Background: an optimization exercise with open tools, aiming at small area and few clock cycles per item. Do not read the settings as production practice. RTL that was checked went through simulation tests only; none was proved equivalent to the original. No functional check of the RTL was part of run 1.

## flow/design.v (module list and top-level ports; edited modules follow where they fit)
// module mac_prime2r: 766 lines
// module mac_benc: 12 lines
// module mac_xor2: 7 lines
// module mac_xfer: 8 lines
// module mac_nmaj: 8 lines
// module mac_ao21: 8 lines
// module mac_and2: 7 lines
// module mac_nand2: 7 lines
// module mac_o22ai: 9 lines
// module mac_fa: 10 lines
// module mac_ha: 9 lines
// module mac_xnor: 7 lines
// module mac_or: 7 lines
// module mac_mux2: 8 lines
module mac_prime2r #(
  parameter int MAX_TERMS = 1024,
  parameter int CNT_W     = 11
) (
  input  logic         clk,
  input  logic         rst_n,
  input  logic         in_valid,
  output logic         in_ready,
  input  logic         in_last,
  input  logic [23:0]  a,
  input  logic [23:0]  b,
  output logic         out_valid,
  input  logic         out_ready,
  output logic [69:0]  c,
  output logic         err
);
  // ...
==> flow/flow/run.sh <==
#!/bin/bash
# Own layout flow: the standard flow (standard.sh), with the standard
# synthesis unchanged, then the layout steps with a few extra ORFS settings
# read from flow/knobs.txt (one VAR=value per line):
#  - port buffers are plain buffers instead of the default delay-cell choice,
#  - optional extra repair/recovery settings.
# Each step's full output goes to its own log file in this folder.
set -euo pipefail
here=$(pwd)
knobs=()
if [[ -f flow/knobs.txt ]]; then
  while IFS= read -r line; do
    [[ -z "$line" || "$line" == \#* ]] && continue
    knobs+=("$line")
  done < flow/knobs.txt
fi
bash standard.sh synth > "$here/flow_synth.log" 2>&1
bash standard.sh "${knobs[@]}" finish > "$here/flow_layout.log" 2>&1
test -s out/final.def
==> flow/flow/knobs.txt <==
BUFFER_PORTS_ARGS=-buffer_cell sky130_fd_sc_hd__buf_1
==> flow/standard.sh <==
#!/bin/bash
# synth_recipe.tcl (not shown) runs the flow's synth.tcl, then flattens the netlist and writes it again
# the make line also repeats each setting of config.mk as NAME=value (left out here)
make -C /OpenROAD-flow-scripts/flow DESIGN_CONFIG=/design/flow/config.mk WORK_HOME=/design/flow/orfs CLKGATE_MAP_FILE= SYNTH_SCRIPT=/design/flow/synth_recipe.tcl "${@:-finish}"
==> flow/config.mk <==
export PLATFORM = sky130hd
export DESIGN_NAME = mac_prime2r
export DESIGN_NICKNAME = mac_prime2r
export VERILOG_FILES = /design/flow/design.v
export SDC_FILE = /design/flow/constraint.sdc
export NUM_CORES = 4
export LEC_CHECK = 0
export CAP_MARGIN = 0
export CORE_MARGIN = 2
export CORE_UTILIZATION = 55
export CTS_BUF_LIST = sky130_fd_sc_hd__clkbuf_8
export GPL_TIMING_DRIVEN = 0
export SLEW_MARGIN = 0
export SYNTH_HIERARCHICAL = 1
==> flow/constraint.sdc <==
create_clock -name core_clock -period 8.0 [get_ports {clk}]
set_input_delay 1.6000 -clock core_clock [delete_from_list [all_inputs] [get_ports {clk}]]
set_output_delay 1.6000 -clock core_clock [all_outputs]
set_load 0.01 [all_outputs]
==> impl_metrics.py, run 1 <==
metrics = {
    "outcome": {
        "outcome": "complete, no violations",
    },
    "clocking": {
        "cts_buffers": 9,
        "hold_buffers": 0,
        "cts_buffer_depth": 2,
    },
    "finish": {
        "largestRegisters": "acc_r x70, cnt_r x10",
        "diodes": 0,
        "buffer_area_share_pct": 5.95,
        "fin_nets": 2340,
        "filler_cell_count": 2609,
        "dominant_cells": "multi-input gates",
        "buffers": 201,
    },
    "synthesis": {
        "synth_top_area_share_pct": 35.3,
        "synthXorXnorAreaFrac_pct": 21.0,
        "muxShareOfSynthArea_pct": 2.06,
        "syn_inst": 1692,
        "synth_simple_gate_area_share_pct": 10.9,
        "synth_edf_count": 0,
        "synth_area_sq_um": 17100,
    },
    "timing": {
        "fin_crit_sh_pct": 98.0,
        "hold_violations": 0,
        "finClkSkew_ns": 0.0258,
        "rsz0062_at_grt": "false",
        "finalSetupViolations": 0,
    },
    "placed_design": {
        "pre_cts_ws_ns": -1.97,
    },
    "worst_hold_path": {
        "whs_endpoint": "err_r",
        "hp-class": "reg2reg",
    },
    "detailed_routing": {
        "vias": 15100,
    },
    "global_route": {
        "grt_usage_pct": 36.8,
        "grt_pass1_wl_um": 91000,
        "overflow": 0,
        "grtUsageMet3_pct": 8.57,
    },
    "setup_path": {
        "ff2ff_path_depth": 22,
        "reg2reg_slack_ns": 0.59,
    },
    "floorplan": {
        "io_pins": 126,
        "n_tap_cell": 396,
    },
}
==> module mac_benc, before the edit <==
module mac_benc (
  input  logic b2,
  input  logic b1,
  input  logic b0,
  output logic none,
  output logic ntwo,
  output logic nneg
);
  assign none = ~(b1 ^ b0);
  assign ntwo = ~((b2 & ~b1 & ~b0) | (~b2 & b1 & b0));
  assign nneg = ~b2;
endmodule
==> run 2: changes to the inputs <==
--- a/flow/design.v
+++ b/flow/design.v
@@ -32,44 +32,41 @@
   assign nacc = ~(acc_r[47:0] & {48{acc_keep_s}});
   logic [11:0] bo_neg;
   logic [11:0] bo_none, bo_ntwo, bo_nneg;    
   logic [25:0] b_ext;
   assign b_ext = {1'b0, b, 1'b0};         
   for (genvar k = 0; k < 12; k++) begin : g_booth
     assign bo_neg[k] = b_ext[2*k+2];
     for (genvar e = 0; e < 1; e++) begin : g_enc
-      mac_benc u_enc (.b2(b_ext[2*k+2]), .b1(b_ext[2*k+1]), .b0(b_ext[2*k]),
+      mac_benc u_enc (.b2(b_ext[2*k+2]), .b1(b_ext[2*k+1]), .b0(b_ext[2*k]), .xfer(in_xfer_s),
                       .none(bo_none[k*1+e]), .ntwo(bo_ntwo[k*1+e]),
                       .nneg(bo_nneg[k*1+e]));
     end
   end
   logic [23:0] na [3];
-  logic [2:0] xfer_g;
   for (genvar g = 0; g < 3; g++) begin : g_na
-    mac_xfer u_xfer (.in_valid(in_valid), .out_valid(out_valid_r), .out_ready(out_ready),
-                     .xfer(xfer_g[g]));
     for (genvar i = 0; i < 24; i++) begin : g_bit
-      mac_nand2 u_nand (.x(a[i]), .y(xfer_g[g]), .z(na[g][i]));
+      mac_inv u_inv (.x(a[i]), .y(na[g][i]));
     end
   end
   logic [299:0] nbp;
   for (genvar k = 0; k < 12; k++) begin : g_row
     assign nbp[k*25]    = ~((~na[k/4][0] & ~bo_none[k*1]) ^ bo_neg[k]);
     assign nbp[k*25+24] = ~((~na[k/4][23] & ~bo_ntwo[k*1+0]) ^ bo_neg[k]);
     for (genvar i = 1; i < 24; i++) begin : g_sel
       localparam int E = (i * 1) / 24;
       logic sel;
       mac_o22ai u_sel (.a1(na[k/4][i]), .a2(bo_none[k*1+E]),
                        .b1(na[k/4][i-1]), .b2(bo_ntwo[k*1+E]), .y(sel));
       mac_xor2 u_neg (.x(sel), .y(bo_nneg[k*1+E]), .s(nbp[k*25+i]));
     end
   end
   logic [23:0] nbt;
-  assign nbt = ~(~na[2] & {24{b[23]}});
+  assign nbt = ~(~na[2] & {24{b[23] & in_xfer_s}});
   logic [301:0] fs, fc;
   logic [7:0] hs, hc;
   logic [31:0] ns, nc;
   mac_xnor u_nhs0 (.x(nacc[22]), .y(~bo_neg[11]), .s(ns[0]));
   mac_or u_nhc0 (.x(nacc[22]), .y(~bo_neg[11]), .c(nc[0]));
   mac_xnor u_nhs1 (.x(nacc[23]), .y(nbp[23]), .s(ns[1]));
   mac_or u_nhc1 (.x(nacc[23]), .y(nbp[23]), .c(nc[1]));
   mac_fa u_fa0 (.x(nacc[24]), .y(nbt[0]), .z(nbp[24]), .s(fs[0]), .c(fc[0]));
@@ -720,21 +717,21 @@
   assign cy[46] = cg[81];
   assign cy[47] = cg[82];
   assign cy[48] = cg[46];
   assign sum_s[47:0] = ~(pg ^ cy[47:0]);
   logic [3:0] inc_hi;
   for (genvar j = 0; j < 4; j++) begin : g_inc
     mac_nmaj u_maj (.x(fc[255]), .y(fc[301]), .z(cy[48]), .m(inc_hi[j]));
   end
-  logic [69:48] x_hi, x_hi_inc;
-  assign x_hi = acc_r[69:48] & {22{acc_keep_s}};
-  assign x_hi_inc = x_hi + 1'b1;
+  logic [69:48] nx_hi, nx_hi_dec;
+  assign nx_hi = ~(acc_r[69:48] & {22{acc_keep_s}});
+  assign nx_hi_dec = nx_hi - 1'b1;
   for (genvar i = 48; i < 70; i++) begin : g_hi
-    mac_mux2 u_mux (.s(inc_hi[(i - 48) * 4 / 22]), .a(x_hi_inc[i]), .b(x_hi[i]), .y(sum_s[i]));
+    mac_nmux2 u_mux (.s(inc_hi[(i - 48) * 4 / 22]), .a(nx_hi_dec[i]), .b(nx_hi[i]), .y(sum_s[i]));
   end
   always_ff @(posedge clk) begin
     acc_r <= sum_s;
   end
   always_ff @(posedge clk or negedge rst_n) begin
     if (!rst_n) begin
       out_valid_r <= 1'b0;
       clr_r       <= 1'b1;
@@ -763,24 +760,31 @@
     end
   end
   assign err = err_r;
 endmodule
 module mac_benc (
   input  logic b2,
   input  logic b1,
   input  logic b0,
+  input  logic xfer,
   output logic none,
   output logic ntwo,
   output logic nneg
 );
-  assign none = ~(b1 ^ b0);
-  assign ntwo = ~((b2 & ~b1 & ~b0) | (~b2 & b1 & b0));
+  assign none = ~((b1 ^ b0) & xfer);
+  assign ntwo = ~(((b2 & ~b1 & ~b0) | (~b2 & b1 & b0)) & xfer);
   assign nneg = ~b2;
 endmodule
+module mac_inv (
+  input  logic x,
+  output logic y
+);
+  assign y = ~x;
+endmodule
 module mac_xor2 (
   input  logic x,
   input  logic y,
   output logic s
 );
   assign s = x ^ y;
 endmodule
 module mac_xfer (
@@ -858,16 +862,16 @@
 endmodule
 module mac_or (
   input  logic x,
   input  logic y,
   output logic c
 );
   assign c = x | y;
 endmodule
-module mac_mux2 (
+module mac_nmux2 (
   input  logic s,
   input  logic a,
   input  logic b,
   output logic y
 );
-  assign y = s ? a : b;
+  assign y = ~(s ? a : b);
 endmodule
==> flow/flow/knobs.txt (replaced) <==
BUFFER_PORTS_ARGS=-buffer_cell sky130_fd_sc_hd__buf_1
RECOVER_POWER=100
==> flow/config.mk (replaced) <==
export PLATFORM = sky130hd
export DESIGN_NAME = mac_prime2r
export DESIGN_NICKNAME = mac_prime2r
export VERILOG_FILES = /design/flow/design.v
export SDC_FILE = /design/flow/constraint.sdc
export NUM_CORES = 4
export LEC_CHECK = 0
export CAP_MARGIN = 0
export CORE_MARGIN = 2
export CORE_UTILIZATION = 55
export CTS_BUF_LIST = sky130_fd_sc_hd__clkbuf_8 sky130_fd_sc_hd__clkbuf_16
export GPL_TIMING_DRIVEN = 0
export SLEW_MARGIN = 0
export SYNTH_HIERARCHICAL = 1
==> impl_metrics.py, run 2 <==
metrics = {
    "detailed_routing": {
        "ant_nets": 0,
        "vias": 14500,
        "via_per_inst": 6.26,
        "first_iter_violations": 1146,
        "wl_per_cell_um": 23.8,
        "wirelength_um": 55000,
        "drt_pass1_iterations": 5,
        "drc": 0,
    },
    "setup_path": {
        "cp.arrival_ns": 8.07,
        "critical-path-top-delay-family": "adder cells",
        "crit_required_ns": 8.28,
        "reg2reg_from": "out_valid_r",
        "endpoint_kind": "register",
        "crit_path_start_kind": "input pin",
        "crit_slowest_cell": "fa_1",
        "slowest_delay_ns": 0.54,
        "path_class": "in2reg",
        "startpoint": "out_ready",
        "cp.buffers_inverters": 3,
        "crit_path_max_fanout": 8,
    },
    "synthesis": {
        "synth_cell_types": 45,
        "synth_top_area_cell": "fa_1",
        "synthXorXnorAreaFrac_pct": 21.2,
        "post_synth.cell_area_avg_sq_um": 10.0,
        "synth_area_sq_um": 17000,
        "async_flop_share_pct": 15.7,
        "synth_top_family_by_area": "adder cells",
        "yosys_most_used_dff": "dfxtp_1",
        "synthTopCellsByCount": "303 x xor2_1, 302 x fa_1, 276 x o22ai_1",
        "synth_top_area_share_pct": 35.6,
        "ys_ff_latch": 83,
        "synth_simple_gate_area_share_pct": 9.44,
        "muxShareOfSynthArea_pct": 1.36,
        "synthTopCellsByArea": "fa_1 36%, xor2_1 16%, o22ai_1 10%",
        "yosysSeqAreaShare_pct": 10.2,
        "synth-compound-area-share_pct": 15.0,
        "syn_inst": 1701,
        "yosysMostFrequentCell": "xor2_1",
        "synth_fa_ha_area_share_pct": 39.9,
        "ys_warn_count": 8,
        "synth_edf_count": 0,
    },
    "clocking": {
        "h-tree-depth": 3,
        "cts_tree": "built",
        "cts_buffers": 9,
        "cts.sinks": 83,
        "hold_buffers": 0,
        "clk_pin_slew_ns": 0.07,
        "clockRootBuffer": "clkbuf_16",
        "cts_buffer_depth": 2,
        "clkLatencyLatePin_ns": 0.39,
    },
    "finish": {
        "final_common_cell": "fa_1",
        "area_growth_pct": 16.0,
        "drive_above_1_share_pct": 10.2,
        "largestRegisters": "acc_r x70, cnt_r x10",
        "largest_register_ffs": 70,
        "fin_nets": 2322,
        "layout_common_cells": "297 x fa_1, 293 x xor2_1, 265 x o22ai_1",
        "instances_no_fill": 2309,
        "diodes": 0,
        "design_area_sq_um": 19700,
        "max_flop_register": "acc_r",
    },
    "global_route": {
        "overflow": 0,
        "antenna_found_initial": 1,
        "grt_usage_pct": 34.1,
        "grt_start_max_net_pins": 25,
        "first_global_vias": 14900,
        "grt_pass1_wl_um": 85100,
    },
    "placed_design": {
        "hpwl_um": 40000,
        "placed_area_sq_um": 18200,
        "pre_cts_ws_ns": -2.44,
        "dp.cells": 2234,
        "port-buffer-count": 123,
        "gp_congestion": 0.930,
    },
    "timing": {
        "setup_slack_ns": 0.203,
        "relSlewSlack_pct": 34.2,
        "finClkSkew_ns": 0.0174,
        "max_freq_mhz": 128,
        "fin_crit_sh_pct": 97.5,
        "finalSetupViolations": 0,
        "slew_viol_final": 0,
        "hold_slack_ns": 0.494,
        "tightestPinTransition_ns": 0.963,
        "fin_crit_ns": 7.80,
        "hold_violations": 0,
    },
    "floorplan": {
        "die_y_um": 180,
        "fp-row-count": 64,
        "core_area_sq_um": 30500,
        "io_pins": 126,
        "die-area_sq_um": 32300,
        "start_util_pct": 55.7,
        "die_w_um": 180,
    },
    "outcome": {
        "outcome": "complete, no violations",
    },
    "worst_hold_path": {
        "hp-class": "reg2reg",
        "min_from": "err_r",
    },
    "flow_run": {
        "max_cap_violations": 0,
    },
}
[run 2: worst register-to-register path, cell delays in order (launching register included)]
cell and delay, ns:
dfrtp_1 0.44, nand2b_4 0.11, nand2_8 0.15, clkinvlp_4 0.15
buf_12 0.17, o21ai_4 0.18, o22ai_2 0.16, xor2_1 0.18
or2_1 0.29, fa_1 0.54, fa_1 0.48, fa_1 0.46
fa_1 0.49, fa_1 0.53, ha_1 0.38, and2_1 0.19
and2_1 0.16, a21o_4 0.27, a21o_4 0.25, a21o_1 0.23
a21o_1 0.21, a21o_1 0.22, a21o_1 0.20, a21o_1 0.17
xnor2_1 0.12
[run 2: path summary, 6_finish.rpt]
path / endpoint / slack (ns) / depth (start not counted)
worst max-delay path: acc_r[47] / 0.20 / 25
worst min-delay path: err_r / 0.49 / 2
worst max register to register: acc_r[47] / 1.16 / 24
worst min register to register: err_r / 0.49 / 2
max in group asynchronous: cnt_r[6] / 6.32 / 1
min in group asynchronous: cnt_r[4] / 1.23 / 1
[run 2: logic make-up after synthesis]
group,after synthesis
other cells,1
xor+xnor,412
compound gates,394
simple gates,298
buf+inv,129
fa+ha+maj,361
mux,23
flops,83
[run 2: metal layers]
layer	global-route usage, %	vias up	wire length (um)
met4	16.0	0	2710
met2	55.7	698	26300
li1	-	6311	-
met1	44.4	7265	22000
met5	0	-	0
met3	5.85	178	4050
[run 2: cell type report]
cell class              count  area (sq um)
multi-input cells        1497         15500
flip-flops and latches     83          1730
inverters                 111           465
repair inverters           13          82.6
clock buffers              11           253
clock inverters             5          43.8
repair buffers            176          1110
fillers                  2620         10800
well taps                 396           495
plain buffers              17          85.1
[run 2: stage by stage]
step / util (%) / setup TNS, ns
after floorplan: - / -2.58
after global placement: 58.9 / -87.24
after detailed placement: 59.6 / -99.39
after CTS: 62.6 / 0
after global routing: 64.7 / -0.0115
final: 64.7 / 0
[run 2: timing repair]
item	in CTS	in global routing
resized for setup	87	83
buffers inserted	25	16
cloned	13	6
setup endpoints to repair	54	26
pin swaps	0	21
[run 2: Yosys stat by module (local to each module, per instance), excerpt]
module	area, sq um	flops+latches	times used	cells inside
mac_inv	3.75	0	72	1
mac_benc	37.5	0	12	6
mac_xnor	8.76	0	32	1
mac_o22ai	6.26	0	276	1
mac_xor2	8.76	0	276	1
mac_and2	6.26	0	36	1
mac_nmux2	10.0	0	22	1
mac_prime2r	3800	83	1	435
mac_nmaj	12.5	0	4	2
mac_fa	20.0	0	302	1
mac_ao21	7.51	0	82	1
mac_ha	12.5	0	56	1
Testbench counts of run 2, summed over its fixed seeds: cycles 31,914, items 31,906.
==> run 3: changes to the inputs <==
==> flow/flow/knobs.txt (replaced) <==
BUFFER_PORTS_ARGS=-buffer_cell sky130_fd_sc_hd__buf_1
--- a/flow/config.mk
+++ b/flow/config.mk
@@ -7,7 +7,7 @@
 export LEC_CHECK = 0
 export CAP_MARGIN = 0
 export CORE_MARGIN = 2
-export CORE_UTILIZATION = 55
+export CORE_UTILIZATION = 65
 export CTS_BUF_LIST = sky130_fd_sc_hd__clkbuf_8 sky130_fd_sc_hd__clkbuf_16
 export GPL_TIMING_DRIVEN = 0
 export SLEW_MARGIN = 0
==> impl_metrics.py, run 3 <==
metrics = {
    "outcome": {
        "outcome": "complete, no violations",
    },
    "synthesis": {
        "yosysMostFrequentCell": "xor2_1",
        "synthTopCellsByCount": "303 x xor2_1, 302 x fa_1, 276 x o22ai_1",
        "synth_area_sq_um": 17000,
        "synth_cell_types": 45,
        "ys_warn_count": 8,
        "post_synth.cell_area_avg_sq_um": 10.0,
        "synth_top_area_cell": "fa_1",
        "synthTopCellsByArea": "fa_1 36%, xor2_1 16%, o22ai_1 10%",
        "yosys_most_used_dff": "dfxtp_1",
        "synth_edf_count": 0,
        "yosysSeqAreaShare_pct": 10.2,
        "syn_inst": 1701,
        "async_flop_share_pct": 15.7,
        "synth_top_area_share_pct": 35.6,
        "ys_ff_latch": 83,
    },
    "global_route": {
        "antenna_found_initial": 0,
        "grt_pass1_wl_um": 83700,
        "first_global_vias": 15400,
        "grt_start_max_net_pins": 25,
        "grt_usage_pct": 39.3,
        "overflow": 0,
    },
    "finish": {
        "utilization_pct": 75.5,
        "largest_register_ffs": 70,
        "instances_no_fill": 2230,
        "fin_nets": 2304,
        "final_common_cell": "fa_1",
        "diodes": 0,
        "area_growth_pct": 14.7,
        "design_area_sq_um": 19500,
        "drive_above_1_share_pct": 10.0,
        "largestRegisters": "acc_r x70, cnt_r x10",
        "layout_common_cells": "294 x fa_1, 292 x xor2_1, 257 x o22ai_1",
        "max_flop_register": "acc_r",
        "filler_cell_count": 1888,
    },
    "detailed_routing": {
        "vias": 14700,
        "wl_per_cell_um": 24.7,
        "ant_nets": 0,
        "via_per_inst": 6.59,
        "drc": 0,
        "wirelength_um": 55100,
        "first_iter_violations": 1870,
        "drt_pass1_iterations": 8,
    },
    "setup_path": {
        "cp.arrival_ns": 8.15,
        "endpoint": "acc_r[53]",
        "crit_required_ns": 8.29,
        "endpoint_kind": "register",
        "reg2reg_from": "out_valid_r",
        "startpoint": "out_ready",
        "ff2ff_path_depth": 21,
        "crit_path_start_kind": "input pin",
        "path_class": "in2reg",
        "r2r_end": "acc_r[53]",
        "crit_path_max_fanout": 8,
        "reg2reg_slack_ns": 1.09,
    },
    "placed_design": {
        "gp_congestion": 1.03,
        "pre_cts_ws_ns": -2.36,
        "dp.cells": 2173,
        "port-buffer-count": 123,
        "placed_area_sq_um": 18100,
        "hpwl_um": 39100,
    },
    "timing": {
        "finClkSkew_ns": 0.0222,
        "tightestPinTransition_ns": 0.980,
        "fin_crit_sh_pct": 98.3,
        "fin_crit_ns": 7.87,
        "relSlewSlack_pct": 34.3,
        "setup_slack_ns": 0.135,
        "max_freq_mhz": 127,
        "slew_viol_final": 0,
        "finalSetupViolations": 0,
        "hold_violations": 0,
    },
    "floorplan": {
        "die_y_um": 166,
        "core_area_sq_um": 25800,
        "io_pins": 126,
        "die_w_um": 166,
        "die-area_sq_um": 27500,
        "start_util_pct": 65.8,
        "fp-row-count": 59,
    },
    "clocking": {
        "clkLatencyLatePin_ns": 0.38,
        "cts_buffers": 9,
        "clockRootBuffer": "clkbuf_16",
        "cts_tree": "built",
        "h-tree-depth": 3,
        "cts.sinks": 83,
        "cts_buffer_depth": 2,
        "clk_pin_slew_ns": 0.07,
        "hold_buffers": 0,
    },
    "worst_hold_path": {
        "hp-class": "reg2reg",
    },
    "flow_run": {
        "max_cap_violations": 0,
    },
}
[run 3: changes by cell type in the layout (fill, tap and decap cells not counted), moves of 3 or more]
cell / change
clkinvlp_4: -8
o22ai_1: -8
buf_4: -7
o22ai_2: +6
clkinvlp_2: +5
buf_12: -4
buf_2: +3
clkbuf_1: -3
clkbuf_4: -3
fa_1: -3
fa_2: +3
xor2_2: +3
[run 3: worst min-delay path by stage]
stage / start / end / cells after the start / slack (ns)
after floorplan: cnt_r[1] / cnt_r[1] / 2 / 0.47
after global placement: err_r / err_r / 2 / 0.45
after detailed placement: err_r / err_r / 2 / 0.45
after CTS: err_r / err_r / 2 / 0.47
after global routing: err_r / err_r / 2 / 0.53
final: err_r / err_r / 2 / 0.47
[run 3: per-module statistics from Yosys, one instance, submodules excluded, a selection]
module,cell area (sq um),copies in the design,flip-flops and latches
mac_prime2r,3800,1,83
mac_ha,12.5,56,0
mac_nmaj,12.5,4,0
mac_xnor,8.76,32,0
mac_xor2,8.76,276,0
mac_inv,3.75,72,0
[run 3: kinds of logic (layout without fill, tap and decap cells)]
kind of cell / count (synthesis) / count (layout) / share of synthesized area [%]
AO/OA/AOI/OAI: 394 / 396 / 15.0
buffers and inverters: 129 / 316 / 2.86
other: 1 / 4 / 0.0221
flip-flops: 83 / 83 / 10.2
adder cells (fa/ha/maj): 361 / 361 / 39.9
multiplexers: 23 / 23 / 1.36
AND/OR/NAND/NOR: 298 / 300 / 9.44
XOR/XNOR: 412 / 412 / 21.2
[run 3: through the flow]
stage	TNS, ns	hold slack, ns
2_1_floorplan	-2.58	0.468
3_3_place_gp	-83.08	0.445
3_5_place_dp	-95.21	0.445
4_1_cts	0	0.469
6_report	0	0.465
5_1_grt	-0.246	0.534
[run 3: per-layer routing]
layer	GRT usage, %	part of all wire, %	vias up
met2	63.5	47	954
met3	7.51	10	290
met5	0	0	-
met1	50.1	36	7173
li1	-	-	6271
met4	21.8	7.4	0
[run 3: area by class of cell]
cell class	count	area, sq um	share of cell area, %
buffer	17	80.1	0.411
clock buffer	9	225	1.16
clock inverter	7	81.3	0.417
inverter	111	465	2.39
multi-input combinational	1496	15500	79.6
sequential	83	1730	8.86
tap	335	419	2.15
timing repair buffer	160	918	4.71
timing repair inverter	12	62.6	0.321
[run 3: critical path: stages]
cell,delay (ns)
buf_1,0.11
nand2b_4,0.19
nand2_8,0.14
clkinvlp_4,0.19
clkbuf_16,0.22
o21ai_4,0.19
o22ai_2,0.16
xor2_1,0.18
or2_1,0.30
fa_1,0.53
fa_1,0.47
fa_1,0.44
fa_1,0.51
fa_2,0.66
ha_4,0.24
and2_1,0.16
and2_1,0.16
a21o_4,0.27
a21o_4,0.25
a21o_1,0.26
o21ai_1,0.62
mux2i_1,0.27
[run 3: repair_timing]
action	in CTS	in global routing
hold endpoints to repair	0	0
resized for setup	68	89
setup endpoints to repair	54	26
buffers inserted	10	15
gates cloned	8	9
pin swaps	1	20
==> run 4: changes to the inputs <==
--- a/flow/config.mk
+++ b/flow/config.mk
@@ -7,7 +7,7 @@
 export LEC_CHECK = 0
 export CAP_MARGIN = 0
 export CORE_MARGIN = 2
-export CORE_UTILIZATION = 65
+export CORE_UTILIZATION = 55
 export CTS_BUF_LIST = sky130_fd_sc_hd__clkbuf_8 sky130_fd_sc_hd__clkbuf_16
 export GPL_TIMING_DRIVEN = 0
 export SLEW_MARGIN = 0
==> impl_metrics.py, run 4 <==
metrics = {
    "floorplan": {
        "die_w_um": 180,
        "io_pins": 126,
        "fp-row-count": 64,
        "die_y_um": 180,
        "die-area_sq_um": 32300,
        "start_util_pct": 55.7,
        "core_area_sq_um": 30500,
    },
    "timing": {
        "hold_slack_ns": 0.492,
        "fin_crit_ns": 7.78,
        "fin_crit_sh_pct": 97.3,
        "hold_violations": 0,
        "max_freq_mhz": 129,
        "tightestPinTransition_ns": 0.943,
        "setup_slack_ns": 0.218,
        "slew_viol_final": 0,
        "relSlewSlack_pct": 35.5,
        "finClkSkew_ns": 0.0172,
        "finalSetupViolations": 0,
    },
    "global_route": {
        "antenna_found_initial": 1,
        "grt_pass1_wl_um": 85100,
        "overflow": 0,
        "grt_start_max_net_pins": 25,
        "first_global_vias": 14900,
        "grt_usage_pct": 34.1,
    },
    "setup_path": {
        "cp.arrival_ns": 8.06,
        "crit_path_start_kind": "input pin",
        "crit_path_max_fanout": 8,
        "crit_required_ns": 8.28,
        "endpoint_kind": "register",
        "reg2reg_slack_ns": 1.17,
        "path_class": "in2reg",
    },
    "clocking": {
        "clkLatencyLatePin_ns": 0.39,
        "clockRootBuffer": "clkbuf_16",
        "clk_pin_slew_ns": 0.07,
        "cts_buffers": 9,
        "h-tree-depth": 3,
        "cts.sinks": 83,
        "cts_tree": "built",
        "cts_buffer_depth": 2,
        "hold_buffers": 0,
    },
    "finish": {
        "instances_no_fill": 2309,
        "fin_nets": 2322,
        "filler_cell_count": 2621,
        "final_common_cell": "fa_1",
        "multiInputGateArea_sq_um": 15500,
        "diodes": 0,
        "seqCellArea_sq_um": 1730,
        "utilization_pct": 64.7,
        "max_flop_register": "acc_r",
        "layout_common_cells": "297 x fa_1, 293 x xor2_1, 265 x o22ai_1",
        "area_growth_pct": 16.1,
        "largestRegisters": "acc_r x70, cnt_r x10",
        "drive_above_1_share_pct": 10.2,
        "largest_register_ffs": 70,
    },
    "placed_design": {
        "port-buffer-count": 123,
        "hpwl_um": 40000,
        "dp.cells": 2234,
        "pre_cts_ws_ns": -2.44,
        "gp_congestion": 0.930,
    },
    "synthesis": {
        "synth_top_area_cell": "fa_1",
        "yosysSeqAreaShare_pct": 10.2,
        "yosysMostFrequentCell": "xor2_1",
        "yosys_most_used_dff": "dfxtp_1",
        "synthTopCellsByArea": "fa_1 36%, xor2_1 16%, o22ai_1 10%",
        "ys_ff_latch": 83,
        "syn_inst": 1701,
        "async_flop_share_pct": 15.7,
        "synth_area_sq_um": 17000,
        "ys_warn_count": 8,
        "post_synth.cell_area_avg_sq_um": 10.0,
        "synth_cell_types": 45,
        "synthTopCellsByCount": "303 x xor2_1, 302 x fa_1, 276 x o22ai_1",
        "synth_edf_count": 0,
        "synth_top_area_share_pct": 35.6,
    },
    "detailed_routing": {
        "vias": 14400,
        "wl_per_cell_um": 23.8,
        "drc": 0,
        "ant_nets": 0,
        "via_per_inst": 6.23,
        "wirelength_um": 55100,
        "first_iter_violations": 1373,
        "drt_pass1_iterations": 6,
    },
    "worst_hold_path": {
        "hp-class": "reg2reg",
    },
    "outcome": {
        "outcome": "complete, no violations",
    },
    "flow_run": {
        "max_cap_violations": 0,
    },
}
run 4: cell counts after synthesis:
No cell type changed its count.
run 4: per-stage QoR:
| stage | setup TNS [ns] | instance area (sq um) |
|---|---|---|
| after global routing | -0.0122 | 19700 |
| final | 0 | 19700 |
| after CTS | 0 | 19100 |
| after global placement | -87.24 | 18000 |
| after floorplan | -2.58 | 17000 |
| after detailed placement | -99.39 | 18200 |
run 4: cells by family (layout without fill, tap and decap cells):
family                   Yosys count  in the layout  synth area share, %
buffers and inverters            129            333                 2.86
AND/OR/NAND/NOR                  298            302                 9.44
other                              1              4               0.0221
flip-flops                        83             83                 10.2
multiplexers                      23             23                 1.36
adder cells (fa/ha/maj)          361            361                 39.9
AO/OA/AOI/OAI                    394            395                 15.0
XOR/XNOR                         412            412                 21.2
run 4: layout make-up:
| cell class | count | share of cell area (%) |
|---|---|---|
| multi-input cells | 1497 | 78.4 |
| flip-flops and latches | 83 | 8.76 |
| repair buffers | 176 | 5.67 |
| well taps | 396 | 2.51 |
| inverters | 111 | 2.36 |
| clock buffers | 11 | 1.28 |
| plain buffers | 17 | 0.431 |
| repair inverters | 13 | 0.418 |
| clock inverters | 5 | 0.222 |
run 4: per-layer routing:
metal	global-route usage (%)	routed length (um)	part of all wire, %	vias up
li1	-	-	-	6303
met1	44.4	21800	40	7197
met2	55.7	26200	48	714
met3	5.85	4310	7.8	179
met4	16.0	2820	5.1	0
met5	0	0	0	-
run 4: repair_timing:
item / CTS / global route
setup endpoints to repair: 54 / 26
pin swaps: 0 / 21
gates cloned: 13 / 6
resized for setup: 87 / 83
buffers inserted: 25 / 16
run 4: critical path, stage by stage:
cell and delay (ns):
buf_1 0.10, nand2b_4 0.18, nand2_8 0.15, clkinvlp_4 0.15
buf_12 0.17, o21ai_4 0.18, o22ai_2 0.15, xor2_1 0.18
or2_1 0.30, fa_1 0.54, fa_1 0.48, fa_1 0.46
fa_1 0.49, fa_1 0.53, ha_1 0.37, and2_1 0.19
and2_1 0.16, a21o_4 0.26, a21o_4 0.25, a21o_1 0.22
a21o_1 0.21, a21o_1 0.22, a21o_1 0.20, a21o_1 0.17
xnor2_1 0.12
run 4: final timing paths:
path / start / to / cells after the start
max: out_ready / acc_r[47] / 25
min: err_r / err_r / 2
max reg2reg: out_valid_r / acc_r[47] / 22
min reg2reg: err_r / err_r / 2
max in group asynchronous: rst_n / cnt_r[6] / 1
min in group asynchronous: rst_n / cnt_r[4] / 1
run 4: Yosys stat by module (local to each module, per instance), a selection:
module,times used,cells
mac_and2,36,1
mac_ao21,82,1
mac_benc,12,6
mac_fa,302,1
mac_ha,56,1
mac_inv,72,1
mac_nmaj,4,2
mac_nmux2,22,1
mac_or,32,1
mac_xnor,32,1
mac_xor2,276,1

## afterwards: timing with drivers on the ports
No port has a modelled driver above. Below, the same layouts with a new extraction and two added sets of constraints. Step 1 (the two cells are an assumption about what drives the block):
set clk [get_ports {clk}]
set_driving_cell -lib_cell sky130_fd_sc_hd__clkbuf_16 $clk
set_driving_cell -lib_cell sky130_fd_sc_hd__buf_2 [delete_from_list [all_inputs] $clk]
Step 2 adds t to the input delays and takes it off the output delays; t is the mean of the earliest and latest rising clock arrival at the registers after step 1. Input paths then give back, and output paths get back, about the clock's delay inside the block. a / b / c = no drivers / after step 1 / after step 2; a / b = the first two.
run	t, ns	setup slack, ns	hold slack, ns	worst setup path at the end	worst register clock-pin slew, ns
run 1	0.484	0.158 / 0.187 / -0.297	0.474 / 0.474 / 0.474	input to register	0.12 / 0.12
run 2	0.434	0.203 / 0.234 / -0.200	0.494 / 0.494 / 0.494	input to register	0.08 / 0.08
run 3	0.421	0.135 / 0.166 / -0.255	0.465 / 0.465 / 0.465	input to register	0.10 / 0.10
run 4	0.432	0.218 / 0.249 / -0.184	0.492 / 0.492 / 0.492	input to register	0.08 / 0.08
Met with ideal ports but missed after step 2: setup timing in every run listed. The setup slack of run 1, which loses most, moves by +0.029 ns with the drivers and by -0.455 ns with both steps.
